From an optimization exercise on the open Yosys and OpenROAD flow, aimed at small area and few clock cycles per item; shortcuts taken in it are not production practice.
In this exercise RTL edits were held to simulation tests only and were not proved equivalent to the original.
Power figures rest on the tool's default switching activity, not on a simulated workload.

## threshold_outer_boundary_marker
module threshold_outer_boundary_marker (
  input  wire logic clk,
  input  wire logic rst_n,
  input  wire logic                           in_valid,
  output logic                                in_ready,
  input  wire logic [tobm_pkg::CH_W-1:0]      in_red,
  input  wire logic [tobm_pkg::CH_W-1:0]      in_green,
  input  wire logic [tobm_pkg::CH_W-1:0]      in_blue,
  input  wire logic                           in_flush,
  output logic                                out_valid,
  input  wire logic                           out_ready,
  output logic                                out_edge,
  output logic [tobm_pkg::COLUMN_W-1:0]       out_column,
  output logic                                out_frame_end,
  input  wire logic                           cfg_valid,
  output logic                                cfg_ready,
  input  wire logic [tobm_pkg::CFG_IDX_W-1:0]  cfg_index,
  input  wire logic [tobm_pkg::CFG_DATA_W-1:0] cfg_data
);
  logic [THRESH_W-1:0] sum_threshold;
  logic [COL_W-1:0]    last_col;
  logic [SUM_W-1:0]    sum;
  logic                cur;
  logic                in_acc;
  logic                step;
  logic                produce;
  logic                adv;
  logic                edge_nxt;
  logic [COL_W-1:0]    cnt_r;
  logic [ROWS_W-1:0]   rows_r;
  logic                left_r;
  logic                pend_a_r;
  logic                pend_u_r;
  logic [2:0]          head;
  logic [2:0]          next;
  logic [2:0]          x_in;
  logic                odd;
  logic                cen_a;
  logic                cen_u;
  logic                right_fg;
  logic                new_u;
  logic                ea;
  logic                eu;
  logic                oa;
  logic                ou;
  logic                a0;
  logic                a1;
  logic                u0;
  logic                u1;
  logic                first;
  logic                last;
  logic                top;
  logic                rows_valid;
  logic                out_valid_r;
  logic                out_edge_r;
  tobm_cfg_regs u_cfg_regs (
    .clk           (clk),
    .rst_n         (rst_n),
    .cfg_valid     (cfg_valid),
    .cfg_ready     (cfg_ready),
    .cfg_index     (cfg_index),
    .cfg_data      (cfg_data),
    .sum_threshold (sum_threshold),
    .last_col      (last_col)
  ...
For scale: roughly 1600 flip-flops, roughly 58 I/O pins, about 0.039 mm^2 of cells after synthesis.
export LEC_CHECK = 0
export ABC_AREA = 1
export CAP_MARGIN = 35
export CORE_MARGIN = 2
export CORE_UTILIZATION = 65
export CTS_BUF_LIST = sky130_fd_sc_hd__clkbuf_16
export CTS_CLUSTER_DIAMETER = 60
export CTS_CLUSTER_SIZE = 30
export PLACE_DENSITY = 0.8
export SLEW_MARGIN = 45
create_clock -name core_clock -period 8.0 [get_ports {clk}]
run.sh (not shown) runs the stock make flow with config.mk's settings and CLKGATE_MAP_FILE= SYNTH_SCRIPT=/design/flow/synth_recipe.tcl, a recipe that flattens the netlist after the stock synthesis.
The baseline completed without violations.
Testbench counts at the start, summed over its fixed seeds: cycles 70,032, pixels 70,024.
Then changed:
==> flow/flow/run.sh (new file) <==
#!/bin/bash
# The standard layout (the standard.sh: ORFS synthesis to finish, same
# settings), except that the port buffers are the smallest buffer cell,
# buf_1, instead of the cell ORFS picks. Every port still gets its buffer.
set -euo pipefail
bash standard.sh 'BUFFER_PORTS_ARGS=-buffer_cell sky130_fd_sc_hd__buf_1' finish > standard.log 2>&1
==> flow/standard.sh (new file) <==
#!/bin/bash
# synth_recipe.tcl (not shown) runs the flow's synth.tcl, then flattens the netlist and writes it again
# the make line also repeats each setting of config.mk as NAME=value (left out here)
make -C /OpenROAD-flow-scripts/flow DESIGN_CONFIG=/design/flow/config.mk WORK_HOME=/design/flow/orfs CLKGATE_MAP_FILE= SYNTH_SCRIPT=/design/flow/synth_recipe.tcl "${@:-finish}"
ABC_AREA = not set   (was 1)
CTS_BUF_LIST = sky130_fd_sc_hd__clkbuf_8   (was sky130_fd_sc_hd__clkbuf_16)
CTS_CLUSTER_DIAMETER = 50   (was 60)
CTS_CLUSTER_SIZE = 16   (was 30)
removed: flow/run.sh
Effect:
- power decreases by 13%
- via count barely changes
- worst setup slack is better by 1300 ps
Then changed:
ABC_AREA = 1   (was not set)
Outcome:
- sequential share of layout area goes up by 0.34 points
- utilization is about the same
- worst hold slack barely changes
- worst setup slack got worse by 780 ps
- wire length goes down by 1.3%
- power goes up by 13%
- register-to-register slack improved by 350 ps
- die area goes down by 0.78%
- final cell count goes up by 2.6%
Then changed:
==> flow/run.sh (new file) <==
#!/bin/bash
# synth_recipe.tcl (not shown) runs the flow's synth.tcl, then flattens the netlist and writes it again
# the make line also repeats each setting of config.mk as NAME=value (left out here)
make -C /OpenROAD-flow-scripts/flow DESIGN_CONFIG=/design/flow/config.mk WORK_HOME=/design/flow/orfs CLKGATE_MAP_FILE= SYNTH_SCRIPT=/design/flow/synth_recipe.tcl finish
ABC_AREA = not set   (was 1)
CORE_UTILIZATION = 70   (was 65)
CTS_CLUSTER_DIAMETER = 40   (was 50)
CTS_CLUSTER_SIZE = 20   (was 16)
PLACE_DENSITY = 0.85   (was 0.8)
removed: flow/flow/run.sh
removed: flow/standard.sh
=> Final cell count falls by 1.1%. Die area went down by 6.3%. Utilization increases by 7.6 points. Worst hold slack is worse by 12 ps. First-iteration DRC count fell by about 14%.
Then changed:
ABC_AREA = 1   (was not set)
CORE_UTILIZATION = 65   (was 70)
CTS_CLUSTER_DIAMETER = 50   (was 40)
CTS_CLUSTER_SIZE = 16   (was 20)
PLACE_DENSITY = 0.8   (was 0.85)
Effect:
- The changed run completed without violations
- setup slack gets worse by 580 ps
- routed wire length went down by about a fifth
- hold slack gets better by 18 ps
- cell area drops by a few percent
- clock-buffer cell count fell by 15
- die area grows by a few percent
- power increases by a few percent
- synthesized area falls slightly
- sequential power rises by about a fifth
- final cell count went up slightly

re-timing with driven ports:
Ports are ideal in the flow. The routed layouts listed here were re-timed in OpenROAD.
Step 1, drivers: a clkbuf_16 drives clk and a buf_2 each remaining input, both assumed.
Step 2 adds t to the input delays and takes it off the output delays; t is the mean of the earliest and latest rising clock arrival at the registers after step 1. Input paths then give back, and output paths get back, about the clock's delay inside the block.
Slacks: ideal / step 1 / step 2; pairs: ideal / step 1.
| run | shift t [ns] | setup slack, ns | worst slew at a driven data input, ns |
|---|---|---|---|
| the first run | 0.682 | 1.925 / 1.955 / 1.273 | 0.05 |
| the second run | 0.804 | 3.189 / 3.209 / 2.418 | 0.07 |
| the third run | 0.784 | 2.410 / 2.447 / 1.663 | 0.09 |
| the fourth run | 0.792 | 2.597 / 2.604 / 1.831 | 0.06 |
| the fifth run | 0.786 | 2.022 / 2.049 / 1.263 | 0.06 |
After both steps setup and hold are still met in every run listed. For the second run, which loses most, drivers alone change the setup slack by +0.020 ns; drivers and shift together by -0.771 ns.
